This design comes from an exercise in tuning for a short achievable clock period and few clock cycles on the open sky130 flow, not from production work. Only simulation tests tie the RTL to the original design; equivalence was not proved. Power and IR drop assume default switching activity.

==> job 5282 <==
// mips_multicycle_core
module mips_multicycle_core #(
    parameter logic [31:0] RESET_PC        = 32'h0000_0000,
    parameter bit          HALT_ON_ILLEGAL = 1'b1,
    parameter int unsigned WAIT_LIMIT      = 0
) (
    input  logic        clk,
    input  logic        rst_n,
    output logic        imem_req,
    output logic [31:0] imem_addr,
    input  logic [31:0] imem_rdata,
    input  logic        imem_ready,
    output logic        dmem_req,
    output logic        dmem_we,
    output logic [31:0] dmem_addr,
    output logic [31:0] dmem_wdata,
    input  logic [31:0] dmem_rdata,
    input  logic        dmem_ready,
    output logic [31:0] pc,
    output logic        retire,
    output logic        halted
);
export LEC_CHECK = 0
export ABC_CLOCK_PERIOD_IN_PS = 2500
export CAP_MARGIN = 20
export CORE_MARGIN = 2
export CORE_UTILIZATION = 50
export PLACE_DENSITY = 0.65
export SETUP_SLACK_MARGIN = 3.5
export SLEW_MARGIN = 20
export SYNTH_HIERARCHICAL = 1
export TNS_END_PERCENT = 100
create_clock -name core_clock -period 6.5 [get_ports {clk}]
run.sh (not shown) runs the stock make flow with config.mk's settings and CLKGATE_MAP_FILE= SYNTH_SCRIPT=/design/flow/synth_recipe.tcl, a recipe that flattens the netlist after the stock synthesis.
==> job 7185 (differences from job 5282) <==
--- a/flow/design.v
+++ b/flow/design.v
@@ -53,41 +53,47 @@
         end
         ks_add = p ^ {gg[30:0], cin};
     endfunction
     logic [31:0] fpc_q;
     logic        freq_q;
     logic        fstop_q;
     logic        e_valid_q;
     logic [31:0] e_pc_q;
-    logic [31:0] e_alt_q;        
+    logic [15:0] e_off_q;        
     logic        e_pred_q;       
     logic        e_back_q;       
     logic [31:0] e_a_q;          
     logic [31:0] e_b_q;          
     logic [31:0] e_sd_q;         
     logic [4:0]  e_dest_q;
     logic        e_wen_q;
     logic        e_halt_q;
     logic        e_br_q, e_bne_q;
     logic        e_alt_same_q;   
     logic        e_load_q, e_store_q;
     logic        e_op_add_q, e_op_sub_q, e_op_and_q, e_op_or_q, e_op_slt_q;
     logic        e_am_q, e_bm_q, e_sdm_q;
+    logic        e_cam_sum_q, e_cam_diff_q, e_cam_log_q, e_car_q;
+    logic        e_cbm_sum_q, e_cbm_diff_q, e_cbm_log_q, e_cbr_q;
+    logic        e_brk_q;        
+    logic        e_k_q;          
+    logic        e_kb_q;         
     logic        m_valid_q;
     logic [31:0] m_pc_q;
     logic [31:0] m_addr_q;       
     logic [31:0] m_sum_q;        
     logic [31:0] m_diff_q;       
     logic [31:0] m_log_q;        
     logic        m_is_sum_q, m_is_diff_q;
     logic [31:0] m_res;
     logic [31:0] m_wdata_q;
     logic [4:0]  m_dest_q;
     logic        m_wen_q;
+    logic [31:1] m_wsel_q;       
     logic        m_load_q;
     logic        m_req_q;
     logic        m_we_q;
     logic        m_halt_q;
     logic        m_mispred_q;
     logic [31:0] m_alt_q;
     logic        retire_q;
     logic        halted_q;
@@ -112,17 +118,17 @@
     logic [31:0] inst;
     logic [5:0]  f_op, f_fn;
     logic [4:0]  f_rs, f_rt, f_rd;
     logic        f_r, f_j, f_beq, f_bne, f_addi, f_lw, f_sw, f_br, f_legal;
     logic        f_fn_add, f_fn_sub, f_fn_and, f_fn_or, f_fn_slt;
     logic        f_agree, f_pred;
     logic [4:0]  f_dest;
     logic        f_wen;
-    logic [31:0] f_imm, fpc4, f_bt, f_jt, f_next, f_alt;
+    logic [31:0] f_imm, fpc4, f_bt, f_jt, f_next;
     logic [31:0] f_rsv, f_rtv;
     assign inst   = imem_rdata;
     assign f_op   = inst[31:26];
     assign f_fn   = inst[5:0];
     assign f_rs   = inst[25:21];
     assign f_rt   = inst[20:16];
     assign f_rd   = inst[15:11];
     assign f_imm  = {{16{inst[15]}}, inst[15:0]};
@@ -148,39 +154,56 @@
     mc_inc30 u_fpc4 (.a(fpc_q[31:2]), .s(fpc4_w[29:0]));
     mc_add30c u_bt  (.a(fpc_q[31:2]), .b(f_imm[29:0]), .s(f_bt_w[29:0]));
     assign fpc4_w[31:30] = 2'b00;
     assign f_bt_w[31:30] = 2'b00;
     assign fpc4   = {fpc4_w[29:0], 2'b00};
     assign f_bt   = {f_bt_w[29:0], 2'b00};
     assign f_jt   = {fpc4[31:28], inst[25:0], 2'b00};
     assign f_next = f_j ? f_jt : (f_pred ? f_bt : fpc4);
-    assign f_alt  = f_pred ? fpc4 : f_bt;
     logic f_rs_w, f_rt_w;
     assign f_rs_w = m_valid_q && m_wen_q && (m_dest_q == f_rs);
     assign f_rt_w = m_valid_q && m_wen_q && (m_dest_q == f_rt);
-    assign f_rsv  = f_rs_w ? m_wb : ((f_rs == 5'd0) ? 32'd0 : regs_q[f_rs]);
-    assign f_rtv  = f_rt_w ? m_wb : ((f_rt == 5'd0) ? 32'd0 : regs_q[f_rt]);
+    logic [991:0] regs_flat;
+    logic [31:0]  f_rs_rf, f_rt_rf;
+    always_comb begin
+        for (int i = 1; i < 32; i++) regs_flat[32*(i-1) +: 32] = regs_q[i];
+    end
+    mc_rdmux u_rd_rs (.regs(regs_flat), .sel(f_rs), .q(f_rs_rf));
+    mc_rdmux u_rd_rt (.regs(regs_flat), .sel(f_rt), .q(f_rt_rf));
+    assign f_rsv  = f_rs_w ? m_wb : f_rs_rf;
+    assign f_rtv  = f_rt_w ? m_wb : f_rt_rf;
     logic [31:0] fa, fb, ca, cb, fsd, sum, diff, logr;
     logic        slt, eq, taken, mispredict, misalign;
     assign fa  = e_a_q;
     assign fb  = e_b_q;
-    assign ca  = e_am_q  ? m_res : e_a_q;
-    assign cb  = e_bm_q  ? m_res : e_b_q;
+    assign ca  = ({32{e_cam_sum_q}}  & m_sum_q)  |
+                 ({32{e_cam_diff_q}} & m_diff_q) |
+                 ({32{e_cam_log_q}}  & m_log_q)  |
+                 ({32{e_car_q}}      & e_a_q);
+    assign cb  = ({32{e_cbm_sum_q}}  & m_sum_q)  |
+                 ({32{e_cbm_diff_q}} & m_diff_q) |
+                 ({32{e_cbm_log_q}}  & m_log_q)  |
+                 ({32{e_cbr_q}}      & e_b_q);
     assign fsd = e_sdm_q ? m_res : e_sd_q;
     mc_add32 u_sum  (.a(fa), .b(fb), .s(sum));
     mc_sub32 u_diff (.a(fa), .b(fb), .s(diff));
     assign slt  = (fa[31] != fb[31]) ? fa[31] : diff[31];
     assign logr = ({32{e_op_and_q}} & (fa & fb)) |
                   ({32{e_op_or_q}}  & (fa | fb)) |
                   {31'd0, e_op_slt_q & slt};
     mc_eq32 u_eq (.a(ca), .b(cb), .eq(eq));
-    assign taken      = e_bne_q ? !eq : eq;
-    assign mispredict = e_br_q && !e_alt_same_q && (taken != e_pred_q);
+    assign taken      = eq ^ e_bne_q;
+    assign mispredict = e_brk_q && (eq ^ e_k_q);
     assign misalign   = (e_load_q || e_store_q) && (sum[1:0] != 2'b00);
+    logic [29:0] e_pc4_w, e_bt_w;
+    logic [31:0] e_alt;
+    mc_inc30 u_e_pc4 (.a(e_pc_q[31:2]), .s(e_pc4_w));
+    mc_add30c u_e_bt (.a(e_pc_q[31:2]), .b({{14{e_off_q[15]}}, e_off_q}), .s(e_bt_w));
+    assign e_alt = e_pred_q ? {e_pc4_w, 2'b00} : {e_bt_w, 2'b00};
     logic lu, dep, stall, e_adv, e_go, redirect, m_stop, kill, fd_accept;
     assign lu        = e_valid_q && m_req_q && m_load_q && (e_am_q || e_bm_q || e_sdm_q);
     assign dep       = e_valid_q && !e_br_q && (e_am_q || e_bm_q);
     assign stall     = m_busy || lu || dep;
     assign e_adv     = e_valid_q && !stall;
     assign redirect  = m_valid_q && m_mispred_q;
     assign m_stop    = m_valid_q && m_halt_q;
     assign kill      = redirect || m_stop;
@@ -211,17 +234,17 @@
     assign e_is_diff = e_op_sub_q;
     assign f_am  = e_valid_q && e_wen_q && (e_dest_q == f_rs) && !f_j;
     assign f_bm  = e_valid_q && e_wen_q && (e_dest_q == f_rt) && !(f_addi || f_lw || f_sw);
     assign f_sdm = e_valid_q && e_wen_q && (e_dest_q == f_rt) && f_sw;
     always_ff @(posedge clk or negedge rst_n) begin
         if (!rst_n) begin
             e_valid_q    <= 1'b0;
             e_pc_q       <= 32'd0;
-            e_alt_q      <= 32'd0;
+            e_off_q      <= 16'd0;
             e_pred_q     <= 1'b0;
             e_back_q     <= 1'b0;
             e_a_q        <= 32'd0;
             e_b_q        <= 32'd0;
             e_sd_q       <= 32'd0;
             e_dest_q     <= 5'd0;
             e_wen_q      <= 1'b0;
             e_halt_q     <= 1'b0;
@@ -232,21 +255,32 @@
             e_store_q    <= 1'b0;
             e_op_add_q   <= 1'b0;
             e_op_sub_q   <= 1'b0;
             e_op_and_q   <= 1'b0;
             e_op_or_q    <= 1'b0;
             e_op_slt_q   <= 1'b0;
             e_am_q       <= 1'b0;
             e_bm_q       <= 1'b0;
+            e_cam_sum_q  <= 1'b0;
+            e_cam_diff_q <= 1'b0;
+            e_cam_log_q  <= 1'b0;
+            e_car_q      <= 1'b0;
+            e_cbm_sum_q  <= 1'b0;
+            e_cbm_diff_q <= 1'b0;
+            e_cbm_log_q  <= 1'b0;
+            e_cbr_q      <= 1'b0;
+            e_brk_q      <= 1'b0;
+            e_k_q        <= 1'b0;
+            e_kb_q       <= 1'b0;
             e_sdm_q      <= 1'b0;
         end else if (!stall) begin
             e_valid_q    <= fd_accept;
             e_pc_q       <= fpc_q;
-            e_alt_q      <= f_alt;
+            e_off_q      <= inst[15:0];
             e_pred_q     <= f_pred;
             e_back_q     <= inst[15];
             e_a_q        <= f_rsv;
             e_b_q        <= (f_addi || f_lw || f_sw) ? f_imm : f_rtv;
             e_sd_q       <= f_rtv;
             e_dest_q     <= f_dest;
             e_wen_q      <= f_wen;
             e_halt_q     <= !f_legal;
@@ -257,89 +291,114 @@
             e_store_q    <= f_sw;
             e_op_add_q   <= !f_r || f_fn_add;
             e_op_sub_q   <= f_r && f_fn_sub;
             e_op_and_q   <= f_r && f_fn_and;
             e_op_or_q    <= f_r && f_fn_or;
             e_op_slt_q   <= f_r && f_fn_slt;
             e_am_q       <= f_am;
             e_bm_q       <= f_bm;
+            e_cam_sum_q  <= f_am && e_is_sum;
+            e_cam_diff_q <= f_am && e_is_diff;
+            e_cam_log_q  <= f_am && !e_is_sum && !e_is_diff;
+            e_car_q      <= !f_am;
+            e_cbm_sum_q  <= f_bm && e_is_sum;
+            e_cbm_diff_q <= f_bm && e_is_diff;
+            e_cbm_log_q  <= f_bm && !e_is_sum && !e_is_diff;
+            e_cbr_q      <= !f_bm;
+            e_brk_q      <= f_br && (inst[15:0] != 16'd0);
+            e_k_q        <= f_bne ^ f_pred;
+            e_kb_q       <= f_bne ^ inst[15];
             e_sdm_q      <= f_sdm;
         end else if (kill) begin
             e_valid_q    <= 1'b0;
         end else if (!m_busy) begin
             if (e_am_q) begin
                 e_am_q <= 1'b0;
+                e_cam_sum_q  <= 1'b0;
+                e_cam_diff_q <= 1'b0;
+                e_cam_log_q  <= 1'b0;
+                e_car_q      <= 1'b1;
                 e_a_q  <= m_wb;
             end
             if (e_bm_q) begin
                 e_bm_q <= 1'b0;
+                e_cbm_sum_q  <= 1'b0;
+                e_cbm_diff_q <= 1'b0;
+                e_cbm_log_q  <= 1'b0;
+                e_cbr_q      <= 1'b1;
                 e_b_q  <= m_wb;
             end
             if (e_sdm_q) begin
                 e_sdm_q <= 1'b0;
                 e_sd_q  <= m_wb;
             end
         end
     end
-    logic                upd_q, upd_agree_q;
-    logic [BHT_BITS-1:0] upd_idx_q;
+    logic [(1<<BHT_BITS)-1:0] upd_sel_q;
+    logic [1:0]               upd_val_q;
+    logic [1:0]               bht_e, bht_inc, bht_dec;
+    logic                     agree;
+    assign bht_e   = bht_q[e_pc_q[BHT_BITS+1:2]];
+    assign bht_inc = (bht_e == 2'b11) ? 2'b11 : bht_e + 2'b01;
+    assign bht_dec = (bht_e == 2'b00) ? 2'b00 : bht_e - 2'b01;
+    assign agree   = !(eq ^ e_kb_q);
     always_ff @(posedge clk or negedge rst_n) begin
         if (!rst_n) begin
-            upd_q       <= 1'b0;
-            upd_agree_q <= 1'b0;
-            upd_idx_q   <= '0;
+            upd_sel_q <= '0;
+            upd_val_q <= 2'b10;
         end else begin
-            upd_q       <= e_go && e_br_q && !e_alt_same_q;
-            upd_agree_q <= (taken == e_back_q);
-            upd_idx_q   <= e_pc_q[BHT_BITS+1:2];
+            for (int i = 0; i < (1 << BHT_BITS); i++)
+                upd_sel_q[i] <= e_go && e_br_q && !e_alt_same_q &&
+                                (e_pc_q[BHT_BITS+1:2] == BHT_BITS'(i));
+            upd_val_q <= agree ? bht_inc : bht_dec;
         end
     end
     always_ff @(posedge clk or negedge rst_n) begin
         if (!rst_n) begin
             for (int i = 0; i < (1 << BHT_BITS); i++) bht_q[i] <= 2'b10;
-        end else if (upd_q) begin
-            if (upd_agree_q) begin
-                if (bht_q[upd_idx_q] != 2'b11) bht_q[upd_idx_q] <= bht_q[upd_idx_q] + 2'b01;
-            end else begin
-                if (bht_q[upd_idx_q] != 2'b00) bht_q[upd_idx_q] <= bht_q[upd_idx_q] - 2'b01;
-            end
+        end else begin
+            for (int i = 0; i < (1 << BHT_BITS); i++)
+                if (upd_sel_q[i]) bht_q[i] <= upd_val_q;
         end
     end
     always_ff @(posedge clk or negedge rst_n) begin
         if (!rst_n) begin
             m_valid_q <= 1'b0;
             m_pc_q    <= 32'd0;
             m_addr_q  <= 32'd0;
             m_is_sum_q  <= 1'b0;
             m_is_diff_q <= 1'b0;
             m_wdata_q <= 32'd0;
             m_dest_q  <= 5'd0;
             m_wen_q   <= 1'b0;
+            m_wsel_q  <= '0;
             m_load_q  <= 1'b0;
             m_req_q   <= 1'b0;
             m_we_q    <= 1'b0;
             m_halt_q  <= 1'b0;
             m_mispred_q <= 1'b0;
             m_alt_q   <= 32'd0;
         end else if (!m_busy) begin
             m_valid_q <= e_go;
             m_pc_q    <= e_pc_q;
             m_addr_q  <= sum;
             m_is_sum_q  <= e_is_sum;
             m_is_diff_q <= e_is_diff;
             m_wdata_q <= fsd;
             m_dest_q  <= e_dest_q;
             m_wen_q   <= e_wen_q && !e_halt_q && !misalign;
+            for (int i = 1; i < 32; i++)
+                m_wsel_q[i] <= e_go && e_wen_q && !e_halt_q && !misalign && (e_dest_q == 5'(i));
             m_load_q  <= e_load_q;
             m_req_q   <= e_go && !e_halt_q && !misalign && (e_load_q || e_store_q);
             m_we_q    <= e_store_q;
             m_halt_q  <= e_halt_q || misalign;
-            m_mispred_q <= !e_halt_q && mispredict;
-            m_alt_q   <= e_alt_q;
+            m_mispred_q <= mispredict;
+            m_alt_q   <= e_alt;
         end
     end
     always_ff @(posedge clk or negedge rst_n) begin
         if (!rst_n) begin
             m_sum_q  <= 32'd0;
             m_diff_q <= 32'd0;
             m_log_q  <= 32'd0;
         end else begin
@@ -359,21 +418,33 @@
                 pc_q <= m_pc_q;
                 if (m_halt_q) halted_q <= 1'b1;
             end
         end
     end
     always_ff @(posedge clk or negedge rst_n) begin
         if (!rst_n) begin
             for (int i = 1; i < 32; i++) regs_q[i] <= 32'd0;
-        end else if (m_done && m_wen_q) begin
-            regs_q[m_dest_q] <= m_wb;
+        end else begin
+            for (int i = 1; i < 32; i++)
+                if (m_wsel_q[i]) regs_q[i] <= m_wb;
         end
     end
 endmodule
+module mc_rdmux (
+    input  logic [991:0] regs,
+    input  logic [4:0]   sel,
+    output logic [31:0]  q
+);
+    always_comb begin
+        q = 32'd0;
+        for (int i = 1; i < 32; i++)
+            q = q | ({32{sel == 5'(i)}} & regs[32*(i-1) +: 32]);
+    end
+endmodule
 module mc_eq32 (
     input  logic [31:0] a,
     input  logic [31:0] b,
     output logic        eq
 );
     assign eq = (a == b);
 endmodule
 module mc_add32 (
==> impl_metrics.csv <==
group,metric,value,unit
outcome,status,"finished clean",
power_and_ir_drop,power_density,318,mW/mm^2
route,viasPerCell,6.88,
power_and_ir_drop,pwr-share-comb,0.301,
floorplan,rows,151,
critical_path,required,7200,ps
route,wl_met3,49.9,mm
critical_path,critPathMaxStageDelay,490,ps
synth,synth_seq_cells,1593,
# the run above: job 7185

==> impl_metrics.csv <==
group,metric,value,unit
outcome,status,"finished clean",
synth,synth_seq_cells,1540,
critical_path,critPathMaxStageDelay,410,ps
route,viasPerCell,7.33,
route,wl_met3,70.1,mm
power_and_ir_drop,pwr-share-comb,0.266,
# the run above: job 5282

Testbench counts of job 5282, summed over its fixed seeds: cycles 28,448.
Testbench counts of job 7185, summed over its fixed seeds: cycles 28,448.

## separate check: timing with driven ports
Ports are ideal in the flow. The routed layouts listed here were re-timed in OpenROAD. Step 1 assumes that a clkbuf_16 drives the clock port and a buf_2 every other input. Step 2 times the ports against the registers' clock, not the clock port: input delays grow and output delays shrink by t, the midpoint of the rising clock arrivals with the driver on. Three values: no drivers, after step 1, after step 2; two values: the first two.
| run | t, ns | slack for setup (ns) | hold slack, ns | worst data-port slew with drivers (ns) |
|---|---|---|---|---|
| job 5282 | 0.924 | 3.278 / 3.235 / 2.311 | 0.404 / 0.404 / 0.404 | 0.26 |
| job 7185 | 0.933 | 3.336 / 3.092 / 2.159 | 0.355 / 0.349 / 0.456 | 0.45 |
After both steps setup and hold are still met in every run listed. The setup slack of job 7185, which loses most, moves by -0.244 ns with the drivers and by -1.177 ns with both steps.
